Source: an optimization exercise on an open RTL-to-GDS flow (aim: small area and a short achievable clock period). Production flows keep margins and buffers that such runs may drop.
Function was checked by simulation only, so behaviour that the tests miss may differ from the original.
Power is estimated from default activity; no workload was simulated.

==> flow/design.v <==
package btb_pkg;
    localparam logic [1:0] CNT_SNT   = 2'b00;
    localparam logic [1:0] CNT_WNT   = 2'b01;
    localparam logic [1:0] CNT_WT    = 2'b10;
    localparam logic [1:0] CNT_ST    = 2'b11;
    localparam logic [1:0] CNT_ALLOC = CNT_WT;
    localparam int unsigned ENTRY_TAG_W  = 10;
    localparam int unsigned ENTRY_ADDR_W = 32;
    typedef struct packed {
        logic                    valid;
        logic [ENTRY_TAG_W-1:0]  tag;
        logic [ENTRY_ADDR_W-1:0] target;
        logic [1:0]              cnt;
    } btb_entry_t;
    function automatic logic [1:0] sat_inc(input logic [1:0] c);
        sat_inc = (c == CNT_ST) ? CNT_ST : c + 2'd1;
    endfunction
    function automatic logic [1:0] sat_dec(input logic [1:0] c);
        sat_dec = (c == CNT_SNT) ? CNT_SNT : c - 2'd1;
    endfunction
endpackage
module btb_way #(
    parameter  int unsigned SETS   = 32,
    parameter  int unsigned TAG_W  = 10,
    parameter  int unsigned ADDR_W = 32,
    localparam int unsigned IDX_W  = $clog2(SETS)
) (
    input  logic              clk,
    input  logic [SETS-1:0]   i_lk_sel,
    input  logic [SETS-1:0]   i_lk_valid,
    input  logic [TAG_W-1:0]  i_lk_tag,
    output logic              o_lk_hit,
    output logic [ADDR_W-1:0] o_lk_target,
    output logic [1:0]        o_lk_cnt,
    input  logic [SETS-1:0]   i_wr_sel,
    output logic [TAG_W-1:0]  o_wr_tag,
    output logic [1:0]        o_wr_cnt,
    input  logic              i_wr_tag_en,
    input  logic              i_wr_target_en,
    input  logic              i_wr_cnt_en,
    input  logic [TAG_W-1:0]  i_wr_tag,
    input  logic [ADDR_W-1:0] i_wr_target,
    input  logic [1:0]        i_wr_cnt
);
    logic [1:0]        r_cnt    [SETS];
    logic [TAG_W-1:0]  r_tag    [SETS];
    logic [ADDR_W-1:0] r_target [SETS];
    logic [SETS-1:0]   w_match;
    always_comb begin
        o_lk_target = '0;
        o_lk_cnt    = '0;
        o_wr_tag    = '0;
        o_wr_cnt    = '0;
        for (int s = 0; s < int'(SETS); s++) begin
            w_match[s]  = i_lk_sel[s] && i_lk_valid[s] && (r_tag[s] == i_lk_tag);
            o_lk_target = o_lk_target | ({ADDR_W{i_lk_sel[s]}} & r_target[s]);
            o_lk_cnt    = o_lk_cnt    | ({2{i_lk_sel[s]}} & r_cnt[s]);
            o_wr_tag    = o_wr_tag    | ({TAG_W{i_wr_sel[s]}} & r_tag[s]);
            o_wr_cnt    = o_wr_cnt    | ({2{i_wr_sel[s]}} & r_cnt[s]);
        end
        o_lk_hit = |w_match;
    end
    always_ff @(posedge clk) begin
        for (int s = 0; s < int'(SETS); s++) begin
            if (i_wr_sel[s]) begin
                if (i_wr_cnt_en)    r_cnt[s]    <= i_wr_cnt;
                if (i_wr_tag_en)    r_tag[s]    <= i_wr_tag;
                if (i_wr_target_en) r_target[s] <= i_wr_target;
            end
        end
    end
endmodule
module btb_assoc #(
    parameter int unsigned SETS   = 32,
    parameter int unsigned TAG_W  = 10,
    parameter int unsigned ADDR_W = 32
) (
    input  logic              clk,
    input  logic              reset_n,
    input  logic              lookup_en,
    input  logic [ADDR_W-1:0] lookup_pc,
    output logic              hit,
    output logic              predict_taken,
    output logic [ADDR_W-1:0] predict_target,
    output logic [1:0]        counter_state,
    input  logic              upd_en,
    input  logic [ADDR_W-1:0] upd_pc,
    input  logic              upd_taken,
    input  logic [ADDR_W-1:0] upd_target,
    input  logic              flush
);
    localparam int unsigned IDX_W = $clog2(SETS);
    logic [IDX_W-1:0]  w_lk_idx;
    logic [TAG_W-1:0]  w_lk_tag;
    logic [IDX_W-1:0]  w_upd_idx;
    logic [TAG_W-1:0]  w_upd_tag;
    logic [1:0]        r_st [SETS];
    logic [SETS-1:0]   w_lk_sel;
    logic [SETS-1:0]   w_u_sel;
    logic [SETS-1:0]   w_v0;
    logic [SETS-1:0]   w_v1;
    logic [1:0]        w_lk_hit;
    logic [1:0]        w_lk_hit_en;
    logic [ADDR_W-1:0] w_lk_target [2];
    logic [1:0]        w_lk_cnt    [2];
    logic [1:0]        w_st;
    logic              w_u_v0;
    logic              w_u_v1;
    logic [TAG_W-1:0]  w_u_tag_q [2];
    logic [1:0]        w_u_cnt_q [2];
    logic [1:0]        w_u_hit;
    logic              w_u_hit_any;
    logic              w_victim;
    logic              w_sel;
    logic              w_go;
    logic              w_alloc;
    logic [1:0]        w_old_cnt;
    logic [1:0]        w_new_cnt;
    logic [1:0]        w_new_st;
    logic [1:0]        w_wr_en;
    logic              w_unused_pc;
    assign w_lk_idx    = lookup_pc[IDX_W+1:2];
    assign w_lk_tag    = lookup_pc[IDX_W+1+TAG_W:IDX_W+2];
    assign w_upd_idx   = upd_pc[IDX_W+1:2];
    assign w_upd_tag   = upd_pc[IDX_W+1+TAG_W:IDX_W+2];
    assign w_unused_pc = ^{lookup_pc, upd_pc};
    always_comb begin
        for (int s = 0; s < int'(SETS); s++) begin
            w_lk_sel[s] = (w_lk_idx == IDX_W'(s));
            w_u_sel[s]  = (w_upd_idx == IDX_W'(s));
            w_v0[s]     = |r_st[s];
            w_v1[s]     = r_st[s][1];
        end
    end
    for (genvar g = 0; g < 2; g++) begin : g_way
        btb_way #(
            .SETS   (SETS),
            .TAG_W  (TAG_W),
            .ADDR_W (ADDR_W)
        ) u_way (
            .clk            (clk),
            .i_lk_sel       (w_lk_sel),
            .i_lk_valid     ((g == 0) ? w_v0 : w_v1),
            .i_lk_tag       (w_lk_tag),
            .o_lk_hit       (w_lk_hit[g]),
            .o_lk_target    (w_lk_target[g]),
            .o_lk_cnt       (w_lk_cnt[g]),
            .i_wr_sel       (w_u_sel),
            .o_wr_tag       (w_u_tag_q[g]),
            .o_wr_cnt       (w_u_cnt_q[g]),
            .i_wr_tag_en    (w_wr_en[g] && w_alloc),
            .i_wr_target_en (w_wr_en[g] && upd_taken),
            .i_wr_cnt_en    (w_wr_en[g]),
            .i_wr_tag       (w_upd_tag),
            .i_wr_target    (upd_target),
            .i_wr_cnt       (w_new_cnt)
        );
    end
    always_comb begin
        w_lk_hit_en    = {2{lookup_en}} & w_lk_hit;
        hit            = |w_lk_hit_en;
        predict_target = ({ADDR_W{w_lk_hit_en[0]}} & w_lk_target[0])
                       | ({ADDR_W{w_lk_hit_en[1]}} & w_lk_target[1]);
        counter_state  = ({2{w_lk_hit_en[0]}} & w_lk_cnt[0])
                       | ({2{w_lk_hit_en[1]}} & w_lk_cnt[1]);
        predict_taken  = counter_state[1];
    end
    always_comb begin
        w_st        = '0;
        for (int s = 0; s < int'(SETS); s++) begin
            w_st = w_st | ({2{w_u_sel[s]}} & r_st[s]);
        end
        w_u_v0      = |w_st;
        w_u_v1      = w_st[1];
        w_u_hit[0]  = w_u_v0 && (w_u_tag_q[0] == w_upd_tag);
        w_u_hit[1]  = w_u_v1 && (w_u_tag_q[1] == w_upd_tag);
        w_u_hit_any = |w_u_hit;
        w_victim    = w_u_v1 ? w_st[0] : w_u_v0;
        w_sel       = w_u_hit_any ? w_u_hit[1] : w_victim;
        w_alloc     = !w_u_hit_any && upd_taken;
        w_go        = upd_en && !flush && (w_u_hit_any || upd_taken);
        w_old_cnt   = w_u_hit[1] ? w_u_cnt_q[1] : w_u_cnt_q[0];
        if (!w_u_hit_any) begin
            w_new_cnt = btb_pkg::CNT_ALLOC;
        end else if (upd_taken) begin
            w_new_cnt = btb_pkg::sat_inc(w_old_cnt);
        end else begin
            w_new_cnt = btb_pkg::sat_dec(w_old_cnt);
        end
        w_new_st = (!w_u_v1 && !w_sel) ? 2'b01 : {1'b1, !w_sel};
        w_wr_en  = w_go ? {w_sel, !w_sel} : 2'b00;
    end
    always_ff @(posedge clk or negedge reset_n) begin
        if (!reset_n) begin
            for (int s = 0; s < int'(SETS); s++) r_st[s] <= 2'b00;
        end else if (flush) begin
            for (int s = 0; s < int'(SETS); s++) r_st[s] <= 2'b00;
        end else if (w_go) begin
            for (int s = 0; s < int'(SETS); s++) begin
                if (w_u_sel[s]) r_st[s] <= w_new_st;
            end
        end
    end
endmodule
clock: 7.5 ns
lec_check: 0
cap_margin: 20
core_margin: 2
core_utilization: 62
cts_buf_list: sky130_fd_sc_hd__clkbuf_8
cts_cluster_diameter: 70
cts_cluster_size: 12
place_density: 0.72
setup_slack_margin: 2.5
slew_margin: 20
tns_end_percent: 20
standard.sh (not shown) runs the stock make flow with config.mk's settings and CLKGATE_MAP_FILE= SYNTH_SCRIPT=/design/flow/synth_recipe.tcl, a recipe that flattens the netlist after the stock synthesis.
==> flow/flow/run.sh <==
#!/bin/bash
# The standard layout with two changes: the port buffers are buf_4 cells (the standard
# flow's choice is a slow delay cell), and resizing may change a cell's footprint.
# make's output goes to standard.log; each step's full log is in orfs/logs.
set -euo pipefail
bash standard.sh MATCH_CELL_FOOTPRINT=0 "BUFFER_PORTS_ARGS=-buffer_cell sky130_fd_sc_hd__buf_4" finish > standard.log 2>&1
Edit:
- CAP_MARGIN: 20 -> 0
- SLEW_MARGIN: 20 -> 0
- TNS_END_PERCENT: 20 -> 2
=>
- The changed run completed with no timing, DRC or antenna violations
- setup slack degrades by 45 ps
- non-clock buffer count goes down by 115
- area after synthesis stays the same
- sequential cell count stays the same
- sequential share of layout area goes up by 1.1 points
- cell area goes down by 1.7%
- utilization goes down by 1.2 points
- register-to-register slack degrades by 180 ps
- combinational power goes down by about 5%
Edit:
==> flow/run.sh (new file) <==
#!/bin/bash
# synth_recipe.tcl (not shown) runs the flow's synth.tcl, then flattens the netlist and writes it again
# the make line also repeats each setting of config.mk as NAME=value (left out here)
make -C /OpenROAD-flow-scripts/flow DESIGN_CONFIG=/design/flow/config.mk WORK_HOME=/design/flow/orfs CLKGATE_MAP_FILE= SYNTH_SCRIPT=/design/flow/synth_recipe.tcl finish
- CAP_MARGIN: 0 -> 20
- SLEW_MARGIN: 0 -> 20
- TNS_END_PERCENT: 2 -> 20
removed: flow/flow/run.sh
removed: flow/standard.sh
What happened: Via count is higher by 1.5%; hold slack gets better by 4.0 ps; worst setup slack degrades by 54 ps; clock-buffer cell count is lower by 1; clock power is lower by about 2%; final cell count grows by 1.2%; total power is about the same; final area came out higher by 1.7%; flip-flop and latch count does not change; utilization rises by 1.2 points.

[port drivers added, routing unchanged]
Ports are ideal in the flow. The routed layouts listed here were re-timed in OpenROAD. Step 1, drivers: a clkbuf_16 drives clk and a buf_2 each remaining input, both assumed. Step 2 times the ports against the registers' clock, not the clock port: input delays grow and output delays shrink by t, the midpoint of the rising clock arrivals with the driver on. a / b / c = ideal ports / drivers / drivers and shift; a / b = the first two.
| run | t (ns) | setup WS [ns] | worst setup path after step 2 |
|---|---|---|---|
| the first run | 1.154 | 1.442 / 1.017 / 0.936 | input to register |
| the second run | 1.151 | 1.396 / 1.009 / 0.911 | input to register |
| the third run | 1.143 | 1.342 / 1.219 / 0.967 | input to register |
After both steps setup and hold are still met in every run listed. For the first run, which loses most, drivers alone change the setup slack by -0.425 ns; drivers and shift together by -0.506 ns.
